From an optimization exercise on the open Yosys and OpenROAD flow, aimed at small area and a short achievable clock period; shortcuts taken in it are not production practice.
RTL that was checked went through simulation tests only; none was proved equivalent to the original.
No functional check of the RTL was part of run 1.
No activity file was given, so power comes from the tool's default toggle rates.

## flow/design.v (module list and top-level ports; edited modules follow where they fit)
// module alu_dec: 41 lines
// module mult_pipe: 1163 lines
// module csa_fa: 10 lines
// module csa_ha: 9 lines
// module cdb_arbiter: 95 lines
// module fu_cluster: 73 lines
module fu_cluster (
    input  logic                        clock,
    input  logic                        reset,
    input  logic                        squash,
    input  logic [102:0]                alu0_issue,
    input  logic [102:0]                alu1_issue,
    input  logic [102:0]                mult_issue,
    output logic                        alu1_stall,
    output logic [77:0]                 cdb
);
  // ...
==> flow/run.sh <==
#!/bin/bash
# synth_recipe.tcl (not shown) runs the flow's synth.tcl, then flattens the netlist and writes it again
# the make line also repeats each setting of config.mk as NAME=value (left out here)
make -C /OpenROAD-flow-scripts/flow DESIGN_CONFIG=/design/flow/config.mk WORK_HOME=/design/flow/orfs CLKGATE_MAP_FILE= SYNTH_SCRIPT=/design/flow/synth_recipe.tcl finish
==> flow/config.mk <==
export PLATFORM = sky130hd
export DESIGN_NAME = fu_cluster
export DESIGN_NICKNAME = fu_cluster
export VERILOG_FILES = /design/flow/design.v
export SDC_FILE = /design/flow/constraint.sdc
export NUM_CORES = 4
export LEC_CHECK = 0
export ABC_AREA = 1
export CAP_MARGIN = 20
export CORE_MARGIN = 2
export CORE_UTILIZATION = 40
export SETUP_SLACK_MARGIN = 5
export SLEW_MARGIN = 20
export SYNTH_HIERARCHICAL = 1
==> flow/constraint.sdc <==
create_clock -name core_clock -period 8.0 [get_ports {clock}]
set_input_delay 1.6000 -clock core_clock [delete_from_list [all_inputs] [get_ports {clock}]]
set_output_delay 1.6000 -clock core_clock [all_outputs]
set_load 0.01 [all_outputs]
==> notes.md, run 1 <==
final instance area=53000 µm²; CTS Buf Count=67; Ys Warns=21; Hold-fix buffers, CTS=0; root buf cell=clkbuf_16; GPL Wtd Cong=around 0.98; most common cell after layout, fill and taps aside=nand2_1; Comb power frac=42.7%; crit path to=ix1[0]$_DFFE_PP_; Flop pwr share=30.8%; slowest CP cell=clkdlybuf4s50_1; RR Startpoint=ix1[13]$_DFFE_PP_; Yosys cell types=54; Biggest consumer=combinational cells; Iter 0 DRT Violations=4428; Port Buffers=~340; Synth Area in XOR/XNOR=less than 1%; FF-to-FF path depth=12; Setup WS pre-CTS=3030 ps; WL met3=14.6 mm; uppermost layer routed=met5; Final Cycle Share=a little under two fifths; status=complete, no violations; Area Growth Syn to Fin=14.9%; Rows=about 120; final hold vios=0; clk_buf instances=82; cell total after placement=8423; Logic power comb=between 5 and 6 mW
==> module alu_dec, before the edit <==
module alu_dec (
    input  logic [102:0] issue,
    output logic [79:0]  dec
);
    logic [31:0] w, a, rs2, b, a_rev, af;
    logic        is_op, is_imm, alt, sub, ok, reg_b, same;
    logic [2:0]  f3;
    logic [8:0]  ctl;
    assign w      = issue[31:0];
    assign a      = issue[95:64];
    assign rs2    = issue[63:32];
    assign is_op  = (w[6:0] == 7'b0110011);
    assign is_imm = (w[6:0] == 7'b0010011);
    assign ok     = is_op || is_imm;
    assign f3     = w[14:12];
    assign alt    = w[30];
    assign reg_b  = w[5];
    assign b      = reg_b ? rs2 : {{20{w[31]}}, w[31:20]};
    assign sub    = (f3 == 3'd0 && reg_b && alt) || f3 == 3'd2 || f3 == 3'd3;
    assign same   = (a[31] == b[31]);
    always_comb begin
        for (int i = 0; i < 32; i++) a_rev[i] = a[31-i];
        case (f3)
            3'd1:    af = a_rev;
            3'd4:    af = a ^ b;
            3'd6:    af = a | b;
            3'd7:    af = a & b;
            default: af = a;
        endcase
    end
    assign ctl[8] = ok && f3 == 3'd0;
    assign ctl[7] = ok && (f3 == 3'd4 || f3 == 3'd6 || f3 == 3'd7);
    assign ctl[6] = ok && f3 == 3'd3;
    assign ctl[5] = ok && f3 == 3'd2 && same;
    assign ctl[4] = ok && f3 == 3'd2 && !same && a[31];
    assign ctl[3] = sub;
    assign ctl[2] = ok && f3 == 3'd5;
    assign ctl[1] = ok && f3 == 3'd1;
    assign ctl[0] = alt && a[31] && f3 == 3'd5;
    assign dec = {issue[102], issue[101:96], af, b ^ {32{sub}}, ctl};
endmodule
==> module cdb_arbiter, before the edit <==
module cdb_arbiter (
    input  logic        mult_valid,
    input  logic [5:0]  mult_tag,
    input  logic [31:0] mult_x,        
    input  logic [31:0] mult_y,
    input  logic [79:0] alu0_dec,      
    input  logic [79:0] alu1_dec,      
    input  logic [38:0] alu1_held,     
    input  logic        run1,          
    output logic [38:0] lane0_next,
    output logic [38:0] lane1_next,
    output logic [37:0] alu1_next,     
    output logic        stall_next
);
    logic [31:0] ad_a [3];
    logic [31:0] ad_b [3];
    logic        ad_ci [3];
    logic [31:0] ad_s [3];
    logic        ad_co [3];
    assign ad_a[0] = alu0_dec[72:41];
    assign ad_b[0] = alu0_dec[40:9];
    assign ad_ci[0] = alu0_dec[3];
    assign ad_a[1] = alu1_dec[72:41];
    assign ad_b[1] = alu1_dec[40:9];
    assign ad_ci[1] = alu1_dec[3];
    assign ad_a[2] = mult_x;
    assign ad_b[2] = mult_y;
    assign ad_ci[2] = 1'b0;
    for (genvar k = 0; k < 3; k++) begin : adder
        logic [32:0] g [7];
        logic [32:0] p [7];
        logic [31:0] x;
        assign x    = ad_a[k] ^ ad_b[k];
        assign g[0] = {ad_a[k] & ad_b[k], ad_ci[k]};
        assign p[0] = {x, 1'b0};
        for (genvar l = 0; l < 6; l++) begin : lvl
            for (genvar j = 0; j < 33; j++) begin : node
                if (j >= (1 << l)) begin : comb
                    assign g[l+1][j] = g[l][j] | (p[l][j] & g[l][j - (1 << l)]);
                    assign p[l+1][j] = p[l][j] & p[l][j - (1 << l)];
                end else begin : pass
                    assign g[l+1][j] = g[l][j];
                    assign p[l+1][j] = p[l][j];
                end
            end
        end
        assign ad_s[k]  = x ^ g[6][31:0];
        assign ad_co[k] = g[6][32];
    end
    logic [31:0] sr0, sr1, sl0, sl1;
    assign sr0 = 32'($signed({alu0_dec[0], alu0_dec[72:41]}) >>> alu0_dec[13:9]);
    assign sr1 = 32'($signed({alu1_dec[0], alu1_dec[72:41]}) >>> alu1_dec[13:9]);
    always_comb begin
        for (int i = 0; i < 32; i++) begin
            sl0[i] = sr0[31-i];
            sl1[i] = sr1[31-i];
        end
    end
    logic [31:0] r0, r1;
    assign r0[31:1] = ({31{alu0_dec[8]}} & ad_s[0][31:1]) | ({31{alu0_dec[7]}} & alu0_dec[72:42])
                    | ({31{alu0_dec[2]}} & sr0[31:1])     | ({31{alu0_dec[1]}} & sl0[31:1]);
    assign r0[0]    = (alu0_dec[8] & ad_s[0][0]) | (alu0_dec[7] & alu0_dec[41])
                    | (alu0_dec[2] & sr0[0])     | (alu0_dec[1] & sl0[0])
                    | (alu0_dec[6] & !ad_co[0])  | (alu0_dec[5] & ad_s[0][31]) | alu0_dec[4];
    assign r1[31:1] = ({31{alu1_dec[8]}} & ad_s[1][31:1]) | ({31{alu1_dec[7]}} & alu1_dec[72:42])
                    | ({31{alu1_dec[2]}} & sr1[31:1])     | ({31{alu1_dec[1]}} & sl1[31:1]);
    assign r1[0]    = (alu1_dec[8] & ad_s[1][0]) | (alu1_dec[7] & alu1_dec[41])
                    | (alu1_dec[2] & sr1[0])     | (alu1_dec[1] & sl1[0])
                    | (alu1_dec[6] & !ad_co[1])  | (alu1_dec[5] & ad_s[1][31]) | alu1_dec[4];
    assign alu1_next = {alu1_dec[78:73], r1};
    logic mv, v0, vn, v1;
    logic l0_m, l0_a0, l0_new, l0_held;
    logic l1_a0, l1_new, l1_held;
    assign mv = mult_valid;
    assign v0 = alu0_dec[79];
    assign vn = alu1_dec[79];
    assign v1 = run1 ? vn : alu1_held[38];
    assign l0_m    = mv;
    assign l0_a0   = !mv && v0;
    assign l0_new  = !mv && !v0 && run1;
    assign l0_held = !mv && !v0 && !run1;
    assign l1_a0   = mv && v0;
    assign l1_new  = !(mv && v0) && run1;
    assign l1_held = !(mv && v0) && !run1;
    assign lane0_next[38]   = mv | v0 | v1;
    assign lane0_next[37:0] = ({38{l0_m}}    & {mult_tag, ad_s[2]})
                            | ({38{l0_a0}}   & {alu0_dec[78:73], r0})
                            | ({38{l0_new}}  & {alu1_dec[78:73], r1})
                            | ({38{l0_held}} & alu1_held[37:0]);
    assign lane1_next[38]   = (mv & (v0 | v1)) | (v0 & v1);
    assign lane1_next[37:0] = ({38{l1_a0}}   & {alu0_dec[78:73], r0})
                            | ({38{l1_new}}  & {alu1_dec[78:73], r1})
                            | ({38{l1_held}} & alu1_held[37:0]);
    assign stall_next       = mv & v0 & v1;
endmodule
==> module fu_cluster, before the edit <==
module fu_cluster (
    input  logic                        clock,
    input  logic                        reset,
    input  logic                        squash,
    input  logic [102:0]                alu0_issue,
    input  logic [102:0]                alu1_issue,
    input  logic [102:0]                mult_issue,
    output logic                        alu1_stall,
    output logic [77:0]                 cdb
);
    logic        kill;
    logic [79:0] dec0, dec1;
    logic [79:0] ix0, ix1;         
    logic [38:0] x1_reg;           
    logic [37:0] x1_n;
    logic        m_v;
    logic [5:0]  m_t;
    logic [31:0] m_x, m_y;
    logic [38:0] l0_n, l1_n;
    logic        stall_n;
    logic [38:0] lane0, lane1;
    logic        stall;
    logic        run1;             
    assign kill = reset || squash;
    alu_dec dec_0 (.issue(alu0_issue), .dec(dec0));
    alu_dec dec_1 (.issue(alu1_issue), .dec(dec1));
    always_ff @(posedge clock) begin
        ix0[78:0] <= dec0[78:0];
        ix0[79]   <= dec0[79] && !kill;
        if (run1) ix1[78:0] <= dec1[78:0];
        if (kill) ix1[79] <= 1'b0;
        else if (run1) ix1[79] <= dec1[79];
    end
    mult_pipe mult_pipe_0 (
        .clock     (clock),
        .reset     (reset),
        .squash    (squash),
        .issue     (mult_issue),
        .res_valid (m_v),
        .res_tag   (m_t),
        .res_x     (m_x),
        .res_y     (m_y)
    );
    cdb_arbiter cdb_arbiter_0 (
        .mult_valid (m_v),
        .mult_tag   (m_t),
        .mult_x     (m_x),
        .mult_y     (m_y),
        .alu0_dec   (ix0),
        .alu1_dec   (ix1),
        .alu1_held  (x1_reg),
        .run1       (run1),
        .lane0_next (l0_n),
        .lane1_next (l1_n),
        .alu1_next  (x1_n),
        .stall_next (stall_n)
    );
    always_ff @(posedge clock) begin
        if (run1) x1_reg[37:0] <= x1_n;
        if (kill) x1_reg[38] <= 1'b0;
        else if (run1) x1_reg[38] <= ix1[79];
    end
    always_ff @(posedge clock) begin
        lane0[37:0] <= l0_n[37:0];
        lane1[37:0] <= l1_n[37:0];
        lane0[38]   <= l0_n[38] && !kill;
        lane1[38]   <= l1_n[38] && !kill;
        stall       <= stall_n && !kill;
        run1        <= !(stall_n && !kill);
    end
    assign cdb        = {lane1, lane0};
    assign alu1_stall = stall;
endmodule
==> run 2, diff against run 1 <==
--- a/flow/design.v
+++ b/flow/design.v
@@ -1,62 +1,116 @@
 package fu_pkg;
     typedef logic [32-1:0]     data_t;    
     typedef logic [6-1:0] tag_t;     
+    typedef struct packed {
+        logic [6:0] funct7;
+        logic [4:0] rs2;
+        logic [4:0] rs1;
+        logic [2:0] funct3;
+        logic [4:0] rd;
+        logic [6:0] opcode;
+    } r_view_t;
+    typedef struct packed {
+        logic [11:0] imm;    
+        logic [4:0]  rs1;
+        logic [2:0]  funct3;
+        logic [4:0]  rd;
+        logic [6:0]  opcode;
+    } i_view_t;
+    typedef union packed {
+        r_view_t r;
+        i_view_t i;
+    } inst_word_t;
+    typedef struct packed {
+        logic       valid;       
+        tag_t       tag;
+        data_t      rs1_value;
+        data_t      rs2_value;
+        inst_word_t inst;
+    } is_ex_packet_t;
+    typedef struct packed {
+        logic  valid;
+        tag_t  tag;
+        data_t value;
+    } cdb_packet_t;
+    typedef struct packed {
+        logic  valid;
+        tag_t  tag;
+        data_t value;
+    } ex_cp_packet_t;
 endpackage
 module alu_dec (
     input  logic [102:0] issue,
-    output logic [79:0]  dec
+    output logic [75:0]  dec
 );
-    logic [31:0] w, a, rs2, b, a_rev, af;
-    logic        is_op, is_imm, alt, sub, ok, reg_b, same;
+    logic [31:0] w, a, rs2, b, res;
+    logic [4:0]  sh;
+    logic        is_op, is_imm, alt, sub, nonop, reg_b;
+    logic        use_sum, use_lts, use_ltu, use_res;
     logic [2:0]  f3;
-    logic [8:0]  ctl;
     assign w      = issue[31:0];
     assign a      = issue[95:64];
     assign rs2    = issue[63:32];
     assign is_op  = (w[6:0] == 7'b0110011);
     assign is_imm = (w[6:0] == 7'b0010011);
-    assign ok     = is_op || is_imm;
+    assign nonop  = !(is_op || is_imm);
     assign f3     = w[14:12];
     assign alt    = w[30];
     assign reg_b  = w[5];
     assign b      = reg_b ? rs2 : {{20{w[31]}}, w[31:20]};
+    assign sh     = b[4:0];
     assign sub    = (f3 == 3'd0 && reg_b && alt) || f3 == 3'd2 || f3 == 3'd3;
-    assign same   = (a[31] == b[31]);
+    assign use_sum = !nonop && f3 == 3'd0;
+    assign use_lts = !nonop && f3 == 3'd2;
+    assign use_ltu = !nonop && f3 == 3'd3;
+    assign use_res = !nonop && !use_sum && !use_lts && !use_ltu;
     always_comb begin
-        for (int i = 0; i < 32; i++) a_rev[i] = a[31-i];
         case (f3)
-            3'd1:    af = a_rev;
-            3'd4:    af = a ^ b;
-            3'd6:    af = a | b;
-            3'd7:    af = a & b;
-            default: af = a;
+            3'd1: res = a << sh;
+            3'd4: res = a ^ b;
+            3'd5: begin
+                if (alt) res = $signed(a) >>> sh;
+                else     res = a >> sh;
+            end
+            3'd6: res = a | b;
+            3'd7: res = a & b;
+            default: res = a;    
         endcase
     end
-    assign ctl[8] = ok && f3 == 3'd0;
-    assign ctl[7] = ok && (f3 == 3'd4 || f3 == 3'd6 || f3 == 3'd7);
-    assign ctl[6] = ok && f3 == 3'd3;
-    assign ctl[5] = ok && f3 == 3'd2 && same;
-    assign ctl[4] = ok && f3 == 3'd2 && !same && a[31];
-    assign ctl[3] = sub;
-    assign ctl[2] = ok && f3 == 3'd5;
-    assign ctl[1] = ok && f3 == 3'd1;
-    assign ctl[0] = alt && a[31] && f3 == 3'd5;
-    assign dec = {issue[102], issue[101:96], af, b ^ {32{sub}}, ctl};
+    assign dec = {issue[102], issue[101:96], res, b ^ {32{sub}}, use_sum, use_lts, use_ltu, use_res, sub};
+endmodule
+module alu_exe (
+    input  logic [75:0] dec,
+    output logic [31:0] result
+);
+    logic [31:0] a, b, sum;
+    logic        use_sum, use_lts, use_ltu, use_res, sub, cout, lt_s, lt_u;
+    assign a       = dec[68:37];
+    assign b       = dec[36:5];
+    assign use_sum = dec[4];
+    assign use_lts = dec[3];
+    assign use_ltu = dec[2];
+    assign use_res = dec[1];
+    assign sub     = dec[0];
+    assign {cout, sum} = {1'b0, a} + {1'b0, b} + {32'd0, sub};
+    assign lt_s = (a[31] == b[31]) ? a[31] : sum[31];
+    assign lt_u = !cout;
+    assign result = ({32{use_sum}} & sum)
+                  | ({32{use_res}} & a)
+                  | {31'd0, (use_lts & lt_s) | (use_ltu & lt_u)};
 endmodule
 module mult_pipe (
     input  logic         clock,
     input  logic         reset,
     input  logic         squash,
     input  logic [102:0] issue,
     output logic         res_valid,
     output logic [5:0]   res_tag,
-    output logic [31:0]  res_x,       
-    output logic [31:0]  res_y
+    output logic [31:0]  res_value
 );
     logic        kill;
     logic [31:0] b;
     logic [32:0] bx;
     logic [15:0] one_d, two_d, neg_d;
     assign kill = reset || squash;
     assign b    = issue[63:32];
     assign bx   = {b, 1'b0};
@@ -1010,16 +1064,19 @@
     wire m1_g0_s473, m1_g0_c474;
     csa_fa u_m1_g0_s473 (.x(cs1_31_0), .y(cs1_31_1), .z(cs1_31_2), .s(m1_g0_s473), .c(m1_g0_c474));
     wire m1_g0_s475, m1_g0_c476;
     csa_fa u_m1_g0_s475 (.x(cs1_31_3), .y(cs1_31_4), .z(m1_g0_c466), .s(m1_g0_s475), .c(m1_g0_c476));
     wire m1_g0_s477, m1_g0_c478;
     csa_fa u_m1_g0_s477 (.x(m1_g0_c468), .y(m1_g0_s473), .z(m1_g0_c470), .s(m1_g0_s477), .c(m1_g0_c478));
     wire m1_g0_s479, m1_g0_c480;
     csa_fa u_m1_g0_s479 (.x(m1_g0_s475), .y(m1_g0_c472), .z(m1_g0_s477), .s(m1_g0_s479), .c(m1_g0_c480));
+    wire [31:0] m2_x = {cs2_31_0, cs2_30_0, cs2_29_0, cs2_28_0, cs2_27_0, cs2_26_0, cs2_25_0, cs2_24_0, cs2_23_0, cs2_22_0, cs2_21_0, cs2_20_0, cs2_19_0, cs2_18_0, cs2_17_0, cs2_16_0, cs2_15_0, cs2_14_0, cs2_13_0, cs2_12_0, cs2_11_0, cs2_10_0, cs2_9_0, cs2_8_0, cs2_7_0, cs2_6_0, cs2_5_0, cs2_4_0, cs2_3_0, cs2_2_0, cs2_1_0, cs2_0_0};
+    wire [31:0] m2_y = {1'b0, cs2_30_1, cs2_29_1, cs2_28_1, cs2_27_1, cs2_26_1, cs2_25_1, cs2_24_1, cs2_23_1, cs2_22_1, cs2_21_1, cs2_20_1, cs2_19_1, cs2_18_1, cs2_17_1, cs2_16_1, cs2_15_1, cs2_14_1, cs2_13_1, cs2_12_1, cs2_11_1, cs2_10_1, cs2_9_1, cs2_8_1, cs2_7_1, cs2_6_1, cs2_5_1, cs2_4_1, cs2_3_1, cs2_2_1, 1'b0, cs2_0_1};
+    wire [31:0] m2_p = m2_x + m2_y;
     always_ff @(posedge clock) begin
         v1 <= v0 && !kill;
         t1 <= t0;
         v2 <= v1 && !kill;
         t2 <= t1;
         neg1_5 <= neg0[5];
         neg1_11 <= neg0[11];
         cs1_0_0 <= neg0[0];
@@ -1198,18 +1255,17 @@
         cs2_29_0 <= m1_g0_c456;
         cs2_29_1 <= m1_g0_s463;
         cs2_30_0 <= m1_g0_c464;
         cs2_30_1 <= m1_g0_s471;
         cs2_31_0 <= m1_g0_s479;
     end
     assign res_valid = v2;
     assign res_tag   = t2;
-    assign res_x = {cs2_31_0, cs2_30_0, cs2_29_0, cs2_28_0, cs2_27_0, cs2_26_0, cs2_25_0, cs2_24_0, cs2_23_0, cs2_22_0, cs2_21_0, cs2_20_0, cs2_19_0, cs2_18_0, cs2_17_0, cs2_16_0, cs2_15_0, cs2_14_0, cs2_13_0, cs2_12_0, cs2_11_0, cs2_10_0, cs2_9_0, cs2_8_0, cs2_7_0, cs2_6_0, cs2_5_0, cs2_4_0, cs2_3_0, cs2_2_0, cs2_1_0, cs2_0_0};
-    assign res_y = {1'b0, cs2_30_1, cs2_29_1, cs2_28_1, cs2_27_1, cs2_26_1, cs2_25_1, cs2_24_1, cs2_23_1, cs2_22_1, cs2_21_1, cs2_20_1, cs2_19_1, cs2_18_1, cs2_17_1, cs2_16_1, cs2_15_1, cs2_14_1, cs2_13_1, cs2_12_1, cs2_11_1, cs2_10_1, cs2_9_1, cs2_8_1, cs2_7_1, cs2_6_1, cs2_5_1, cs2_4_1, cs2_3_1, cs2_2_1, 1'b0, cs2_0_1};
+    assign res_value = m2_p;
 endmodule
 module csa_fa (
     input  logic x,
     input  logic y,
     input  logic z,
     output logic s,
     output logic c
 );
@@ -1221,173 +1277,90 @@
     input  logic y,
     output logic s,
     output logic c
 );
     assign s = x ^ y;
     assign c = x & y;
 endmodule
 module cdb_arbiter (
-    input  logic        mult_valid,
-    input  logic [5:0]  mult_tag,
-    input  logic [31:0] mult_x,        
-    input  logic [31:0] mult_y,
-    input  logic [79:0] alu0_dec,      
-    input  logic [79:0] alu1_dec,      
-    input  logic [38:0] alu1_held,     
-    input  logic        run1,          
+    input  logic [38:0] mult_next,
+    input  logic [38:0] alu0_next,
+    input  logic [38:0] alu1_next,
     output logic [38:0] lane0_next,
     output logic [38:0] lane1_next,
-    output logic [37:0] alu1_next,     
     output logic        stall_next
 );
-    logic [31:0] ad_a [3];
-    logic [31:0] ad_b [3];
-    logic        ad_ci [3];
-    logic [31:0] ad_s [3];
-    logic        ad_co [3];
-    assign ad_a[0] = alu0_dec[72:41];
-    assign ad_b[0] = alu0_dec[40:9];
-    assign ad_ci[0] = alu0_dec[3];
-    assign ad_a[1] = alu1_dec[72:41];
-    assign ad_b[1] = alu1_dec[40:9];
-    assign ad_ci[1] = alu1_dec[3];
-    assign ad_a[2] = mult_x;
-    assign ad_b[2] = mult_y;
-    assign ad_ci[2] = 1'b0;
-    for (genvar k = 0; k < 3; k++) begin : adder
-        logic [32:0] g [7];
-        logic [32:0] p [7];
-        logic [31:0] x;
-        assign x    = ad_a[k] ^ ad_b[k];
-        assign g[0] = {ad_a[k] & ad_b[k], ad_ci[k]};
-        assign p[0] = {x, 1'b0};
-        for (genvar l = 0; l < 6; l++) begin : lvl
-            for (genvar j = 0; j < 33; j++) begin : node
-                if (j >= (1 << l)) begin : comb
-                    assign g[l+1][j] = g[l][j] | (p[l][j] & g[l][j - (1 << l)]);
-                    assign p[l+1][j] = p[l][j] & p[l][j - (1 << l)];
-                end else begin : pass
-                    assign g[l+1][j] = g[l][j];
-                    assign p[l+1][j] = p[l][j];
-                end
-            end
-        end
-        assign ad_s[k]  = x ^ g[6][31:0];
-        assign ad_co[k] = g[6][32];
-    end
-    logic [31:0] sr0, sr1, sl0, sl1;
-    assign sr0 = 32'($signed({alu0_dec[0], alu0_dec[72:41]}) >>> alu0_dec[13:9]);
-    assign sr1 = 32'($signed({alu1_dec[0], alu1_dec[72:41]}) >>> alu1_dec[13:9]);
-    always_comb begin
-        for (int i = 0; i < 32; i++) begin
-            sl0[i] = sr0[31-i];
-            sl1[i] = sr1[31-i];
-        end
-    end
-    logic [31:0] r0, r1;
-    assign r0[31:1] = ({31{alu0_dec[8]}} & ad_s[0][31:1]) | ({31{alu0_dec[7]}} & alu0_dec[72:42])
-                    | ({31{alu0_dec[2]}} & sr0[31:1])     | ({31{alu0_dec[1]}} & sl0[31:1]);
-    assign r0[0]    = (alu0_dec[8] & ad_s[0][0]) | (alu0_dec[7] & alu0_dec[41])
-                    | (alu0_dec[2] & sr0[0])     | (alu0_dec[1] & sl0[0])
-                    | (alu0_dec[6] & !ad_co[0])  | (alu0_dec[5] & ad_s[0][31]) | alu0_dec[4];
-    assign r1[31:1] = ({31{alu1_dec[8]}} & ad_s[1][31:1]) | ({31{alu1_dec[7]}} & alu1_dec[72:42])
-                    | ({31{alu1_dec[2]}} & sr1[31:1])     | ({31{alu1_dec[1]}} & sl1[31:1]);
-    assign r1[0]    = (alu1_dec[8] & ad_s[1][0]) | (alu1_dec[7] & alu1_dec[41])
-                    | (alu1_dec[2] & sr1[0])     | (alu1_dec[1] & sl1[0])
-                    | (alu1_dec[6] & !ad_co[1])  | (alu1_dec[5] & ad_s[1][31]) | alu1_dec[4];
-    assign alu1_next = {alu1_dec[78:73], r1};
-    logic mv, v0, vn, v1;
-    logic l0_m, l0_a0, l0_new, l0_held;
-    logic l1_a0, l1_new, l1_held;
-    assign mv = mult_valid;
-    assign v0 = alu0_dec[79];
-    assign vn = alu1_dec[79];
-    assign v1 = run1 ? vn : alu1_held[38];
-    assign l0_m    = mv;
-    assign l0_a0   = !mv && v0;
-    assign l0_new  = !mv && !v0 && run1;
-    assign l0_held = !mv && !v0 && !run1;
-    assign l1_a0   = mv && v0;
-    assign l1_new  = !(mv && v0) && run1;
-    assign l1_held = !(mv && v0) && !run1;
+    logic mv, v0, v1;
+    assign mv = mult_next[38];
+    assign v0 = alu0_next[38];
+    assign v1 = alu1_next[38];
     assign lane0_next[38]   = mv | v0 | v1;
-    assign lane0_next[37:0] = ({38{l0_m}}    & {mult_tag, ad_s[2]})
-                            | ({38{l0_a0}}   & {alu0_dec[78:73], r0})
-                            | ({38{l0_new}}  & {alu1_dec[78:73], r1})
-                            | ({38{l0_held}} & alu1_held[37:0]);
+    assign lane0_next[37:0] = mv ? mult_next[37:0] : (v0 ? alu0_next[37:0] : alu1_next[37:0]);
     assign lane1_next[38]   = (mv & (v0 | v1)) | (v0 & v1);
-    assign lane1_next[37:0] = ({38{l1_a0}}   & {alu0_dec[78:73], r0})
-                            | ({38{l1_new}}  & {alu1_dec[78:73], r1})
-                            | ({38{l1_held}} & alu1_held[37:0]);
+    assign lane1_next[37:0] = (mv & v0) ? alu0_next[37:0] : alu1_next[37:0];
     assign stall_next       = mv & v0 & v1;
 endmodule
 module fu_cluster (
     input  logic                        clock,
     input  logic                        reset,
     input  logic                        squash,
     input  logic [102:0]                alu0_issue,
     input  logic [102:0]                alu1_issue,
     input  logic [102:0]                mult_issue,
     output logic                        alu1_stall,
     output logic [77:0]                 cdb
 );
     logic        kill;
-    logic [79:0] dec0, dec1;
-    logic [79:0] ix0, ix1;         
+    logic [75:0] dec0, dec1;
+    logic [75:0] ix0, ix1;         
+    logic [31:0] r0, r1;
     logic [38:0] x1_reg;           
-    logic [37:0] x1_n;
-    logic        m_v;
-    logic [5:0]  m_t;
-    logic [31:0] m_x, m_y;
-    logic [38:0] l0_n, l1_n;
+    logic [38:0] m_n, x0_n, x1_n, l0_n, l1_n;
     logic        stall_n;
     logic [38:0] lane0, lane1;
     logic        stall;
-    logic        run1;             
+    logic        run1;          
     assign kill = reset || squash;
     alu_dec dec_0 (.issue(alu0_issue), .dec(dec0));
     alu_dec dec_1 (.issue(alu1_issue), .dec(dec1));
     always_ff @(posedge clock) begin
-        ix0[78:0] <= dec0[78:0];
-        ix0[79]   <= dec0[79] && !kill;
-        if (run1) ix1[78:0] <= dec1[78:0];
-        if (kill) ix1[79] <= 1'b0;
-        else if (run1) ix1[79] <= dec1[79];
+        ix0[74:0] <= dec0[74:0];
+        ix0[75]   <= dec0[75] && !kill;
+        if (run1) ix1[74:0] <= dec1[74:0];
+        if (kill) ix1[75] <= 1'b0;
+        else if (run1) ix1[75] <= dec1[75];
+    end
+    alu_exe exe_0 (.dec(ix0), .result(r0));
+    alu_exe exe_1 (.dec(ix1), .result(r1));
+    always_ff @(posedge clock) begin
+        if (run1) x1_reg[37:0] <= {ix1[74:69], r1};
+        if (kill) x1_reg[38] <= 1'b0;
+        else if (run1) x1_reg[38] <= ix1[75];
     end
     mult_pipe mult_pipe_0 (
         .clock     (clock),
         .reset     (reset),
         .squash    (squash),
         .issue     (mult_issue),
-        .res_valid (m_v),
-        .res_tag   (m_t),
-        .res_x     (m_x),
-        .res_y     (m_y)
+        .res_valid (m_n[38]),
+        .res_tag   (m_n[37:32]),
+        .res_value (m_n[31:0])
     );
+    assign x0_n = {ix0[75], ix0[74:69], r0};
+    assign x1_n = run1 ? {ix1[75], ix1[74:69], r1} : x1_reg;
     cdb_arbiter cdb_arbiter_0 (
-        .mult_valid (m_v),
-        .mult_tag   (m_t),
-        .mult_x     (m_x),
-        .mult_y     (m_y),
-        .alu0_dec   (ix0),
-        .alu1_dec   (ix1),
-        .alu1_held  (x1_reg),
-        .run1       (run1),
+        .mult_next  (m_n),
+        .alu0_next  (x0_n),
+        .alu1_next  (x1_n),
         .lane0_next (l0_n),
         .lane1_next (l1_n),
-        .alu1_next  (x1_n),
         .stall_next (stall_n)
     );
     always_ff @(posedge clock) begin
-        if (run1) x1_reg[37:0] <= x1_n;
-        if (kill) x1_reg[38] <= 1'b0;
-        else if (run1) x1_reg[38] <= ix1[79];
-    end
-    always_ff @(posedge clock) begin
         lane0[37:0] <= l0_n[37:0];
         lane1[37:0] <= l1_n[37:0];
         lane0[38]   <= l0_n[38] && !kill;
         lane1[38]   <= l1_n[38] && !kill;
         stall       <= stall_n && !kill;
         run1        <= !(stall_n && !kill);
     end
     assign cdb        = {lane1, lane0};
==> flow/config.mk (replaced) <==
export PLATFORM = sky130hd
export DESIGN_NAME = fu_cluster
export DESIGN_NICKNAME = fu_cluster
export VERILOG_FILES = /design/flow/design.v
export SDC_FILE = /design/flow/constraint.sdc
export NUM_CORES = 4
export LEC_CHECK = 0
export ABC_CLOCK_PERIOD_IN_PS = 3000
export CAP_MARGIN = 20
export CORE_MARGIN = 2
export CORE_UTILIZATION = 40
export SETUP_SLACK_MARGIN = 5
export SLEW_MARGIN = 20
export SYNTH_HIERARCHICAL = 1
==> run 2 against run 1 <==
Die area shrank 3.8%. Via count fell by 11%. Combinational power is 29% higher. Final cell count shrank 23%. Clock power is 14% lower. Sequential power is 2% lower. First-iteration DRC count grew 16%. Area after synthesis shrank 3.9%. Still clean. Sequential cell count decreased by 8. Worst hold slack gained 5.5 ps. Worst setup slack got worse by 830 ps. Routed wire length rose by 4.8%.
==> notes.md, run 2 <==
Die H=337 µm (was 343 µm); initial antenna violation count=17 (was 8); die area=113000 µm² (was 118000 µm²); status=complete, no violations (unchanged); CP endpoint kind=register (unchanged); top cell type's share of synthesized area=19.8% (was 24.7%); Critical Path Source Type=register (was primary input); # Max-Cap Violations=0 (unchanged); Worst-Margin Slew=916 ps (was 1150 ps); later-pin clock latency in the skew report=670 ps (about the same); mux cell area share after synthesis=11.3% (was 0%); maximum vdd drop=0.194 mV (was 0.191 mV); fill count=9810 (was 11600); # setup viols final=0 (unchanged); Ys Warns=9 (was 21); fin cells=6642 (was 8618); P_int=8.26 mW (was 7.47 mW); GPL Wtd Cong=1.03 (was 0.984); hold path start=mult_pipe_0.cs1_2_1$_DFF_P_ (was mult_pipe_0.cs1_5_1$_DFF_P_); most common cell after layout, fill and taps aside=dfxtp_1 (was nand2_1); number of synthesized register bits=552 (was 560); final hold vios=0 (unchanged); Setup CP Type=register to register (was primary input to register); simple-gate share of the synthesized area=9.49% (was 41.8%); Initial Util=40.2% (was 40.3%); Top Registers=ix0: 76 flops, ix1: 76 flops (was ix0: 80 flops, ix1: 80 flops); core area=110000 µm² (was 114000 µm²); switching pwr=5.49 mW (was 5.23 mW); adder-cell share of the synthesized area=16.9% (was 16.1%); synthesized area=44300 µm² (was 46100 µm²); CP required=8490 ps (was 8390 ps); Hold Path End=mult_pipe_0.cs2_2_1$_DFF_P_ (was mult_pipe_0.cs2_5_1$_DFF_P_); worst min-delay path class=register to register (unchanged); CTS tree=yes (unchanged); critical path fanouts, max=2 (was 37); FF-to-FF path depth=14 (was 12); main combinational cell family by area after synthesis=compound AO/OA/AOI/OAI gates (was simple AND/OR/NAND/NOR gates); Synth Area per Inst=9.61 µm² (was 6.63 µm²); CTS sink count=552 (was 560); post-synth top area cell=dfxtp_1 (was nand2_1); P per Cell Area=232 nW/µm² (was 240 nW/µm²); fmax=263 MHz (was 337 MHz); clock slew at reported path FFs=60 ps (about the same); count leader, synth=dfxtp_1 (was nand2_1); Design Power=13.7 mW (was 12.7 mW); Residual DRC=0 (unchanged); Final Util=53.8% (was 46.3%); Flop pwr share=28.0% (was 30.8%); Iter 0 DRT Violations=5154 (was 4428); commonest non-fill, non-tap cells in the layout=dfxtp_1 (413), xnor2_1 (367), nand2_1 (342) (was nand2_1 (3026), nand3_1 (954), inv_1 (484)); Pleak=23.3 nW (was 27.1 nW); R2R Path End=lane0[30]$_DFF_P_ (was lane0[14]$_DFF_P_); first-pass GRT wire length=270 mm (was 266 mm); critical path arrival=4290 ps (was 3360 ps); total track usage=31.8% (was 29.6%); Clock power frac=21.1% (was 26.5%); slew margin rel.=39.0% (was 23.4%); FF/Latch Area=12200 µm² (was 12400 µm²); clock tree buffer depth=3 (unchanged); layout cells sized above 1=26.7% (was 5.76%); final instance area=59300 µm² (was 53000 µm²); DPL Wire Length=125 mm (was 129 mm); min cycle time layout=3800 ps (was 2970 ps); total grt overflow=0 (unchanged); Yosys cell types=103 (was 54); I/O pins=391 (unchanged); DP Area=48900 µm² (was 49200 µm²); H-tree depth=2 (was 3); Setup Skew=31.9 ps (was 49.2 ps); largest net degree at the start of global routing=81 (was 74); Layout Nets=5879 (was 7830); Die X=337 µm (was 343 µm); First-pass DRT Iterations=10 (was 6); synth cell count leaders=dfxtp_1 (439), xnor2_1 (371), nand2_1 (368) (was nand2_1 (3036), nand3_1 (966), inv_1 (493)); Hold-fix buffers, CTS=0 (unchanged); Comb power frac=50.9% (was 42.7%); Port Buffers=338 (unchanged); Synth async-reset ratio=0% (unchanged); Area Growth Syn to Fin=33.8% (was 14.9%); Synth Area in Compound Gates=20.8% (was 4.33%); DRT antenna net count=0 (unchanged); root buf cell=clkbuf_16 (unchanged); Vias=41500 (was 46800); Total Wirelength=187 mm (was 179 mm); switch share=39.9% (was 41.2%); vias per cell=6.25 (was 5.43); Fin Setup TNS=0 ps (unchanged); CTS Buf Count=61 (was 67); Routed WL per cell=28.2 µm (was 20.7 µm); register area share after synthesis=27.5% (was 26.9%); EDFF count, synth=113 (was 117); RR Startpoint=ix1[37]$_DFFE_PP_ (was ix1[13]$_DFFE_PP_); cell total after placement=6135 (was 8423); synth top area cells=dfxtp_1 (20%), fa_1 (9.7%), edfxtp_1 (7.7%) (was nand2_1 (25%), dfxtp_1 (19%), nand3_1 (10%)); Top FF cell, synth=dfxtp_1 (unchanged); area of the multi-input gates=33300 µm² (was 29500 µm²); RSZ-0062 raised after global routing=true (unchanged); Final Cycle Share=47.5% (was 37.1%); Min-Delay Path Depth=0 (unchanged); Synth Area in XOR/XNOR=8.22% (was 0.722%); R2R setup slack=4200 ps (was 5040 ps); Synth Instances=4613 (was 6951); max-slew violations=0 (unchanged); vias in the first global route=40300 (was 43100); Rows=122 (was 124)
[run 2: worst max-delay path, stage by stage (launching register included)]
cell	delay [ps]
edfxtp_1	380
fa_2	240
inv_2	50
fa_2	360
nor2b_4	140
o2111ai_2	150
a311o_1	360
a31o_4	260
o21a_4	230
o211ai_4	180
mux2i_1	200
or4b_4	480
mux2_4	280
mux2i_1	160
o21ai_2	130
[run 2: power by group through the flow]
stage / sequential (mW) / clock (mW) / combinational [mW]
2_1_floorplan: 3.70 / 0 / 4.17
3_3_place_gp: 3.88 / 0 / 5.93
3_5_place_dp: 3.89 / 0 / 6.02
4_1_cts: 3.84 / 2.97 / 6.67
5_1_grt: 3.89 / 3.07 / 7.67
6_report: 3.84 / 2.91 / 7.00
[run 2: logic make-up (layout without fill, tap and decap cells)]
family / after synthesis / count (layout)
DFF: 552 / 552
other: 0 / 5
adders and majority gates: 468 / 468
xor gates and xnor gates: 416 / 416
buffers and inverters: 577 / 1112
AOI/OAI and AO/OA: 1340 / 1340
and+or+nand+nor: 900 / 901
muxes: 360 / 360
[run 2: metal layers]
metal	wire length, µm	up-vias	share of wire [%]	global-route usage, %
li1	-	17900	-	-
met1	75800	20200	40	43.2
met2	79200	2728	42	47.1
met3	21000	665	11	7.54
met4	11200	12	6.0	15.6
met5	86	-	0.046	0.0851
[run 2: timing repair]
| item | CTS | global route |
|---|---|---|
| gates cloned | 30 | 3 |
| endpoints found under the setup margin | 310 | 199 |
| resized for setup | 990 | 306 |
| pin swaps | 147 | 143 |
| setup buffers | 263 | 94 |
[run 2: through the flow]
step           setup slack [ps]  hold slack (ps)
6_report                   4200              317
5_1_grt                    4130              328
4_1_cts                    4190              320
3_5_place_dp               2640              312
3_3_place_gp               2600              311
2_1_floorplan              4380              310
[run 2: worst max path at each step]
stage / start / to / slack (ps) / depth (start not counted)
after detailed placement: alu1_issue[5] / ix1[56]$_DFFE_PP_ / 2640 / 9
after floorplan: alu1_issue[5] / ix1[44]$_DFFE_PP_ / 4380 / 8
after global placement: alu1_issue[95] / ix1[37]$_DFFE_PP_ / 2600 / 8
after CTS: ix1[37]$_DFFE_PP_ / lane0[30]$_DFF_P_ / 4190 / 14
final: ix1[37]$_DFFE_PP_ / lane0[30]$_DFF_P_ / 4200 / 14
after global routing: ix1[37]$_DFFE_PP_ / lane0[30]$_DFF_P_ / 4130 / 14
[run 2: modules after synthesis (local to each module, per instance)]
module	cells	flops+latches
cdb_arbiter	174	0
mult_pipe	1272	281
csa_fa	1	0
alu_exe	312	0
alu_dec	990	0
csa_ha	1	0
fu_cluster	323	271
[run 2: cell type report]
| type | count | area share, % |
|---|---|---|
| diodes | 5 | 0.0211 |
| clock buffers | 86 | 2.98 |
| clock inverters | 26 | 0.525 |
| inverters | 169 | 1.38 |
| multi-input cells | 3485 | 56.1 |
| flip-flops and latches | 552 | 20.6 |
| well taps | 1488 | 3.14 |
| repair buffers | 822 | 15.1 |
| repair inverters | 9 | 0.205 |

[separate check: timing with driven ports]
No port has a modelled driver above. Below, the same layouts with a new extraction and two added sets of constraints.
Step 1 assumes that a clkbuf_16 drives the clock port and a buf_2 every other input.
Step 2 also shifts input and output timing later by t, the mid clock arrival at the registers, as if the neighbouring blocks saw the same clock.
a / b / c = ideal / step 1 / step 2; a / b = the first two.
run	t (ns)	setup WS [ns]	hold WS [ns]
run 1	0.724	5.031 / 5.009 / 4.351	0.311 / 0.311 / 0.311
run 2	0.726	4.199 / 4.199 / 3.633	0.317 / 0.317 / 0.317
After both steps setup and hold are still met in every run listed. For run 1, which loses most, drivers alone change the setup slack by -0.022 ns; drivers and shift together by -0.680 ns.
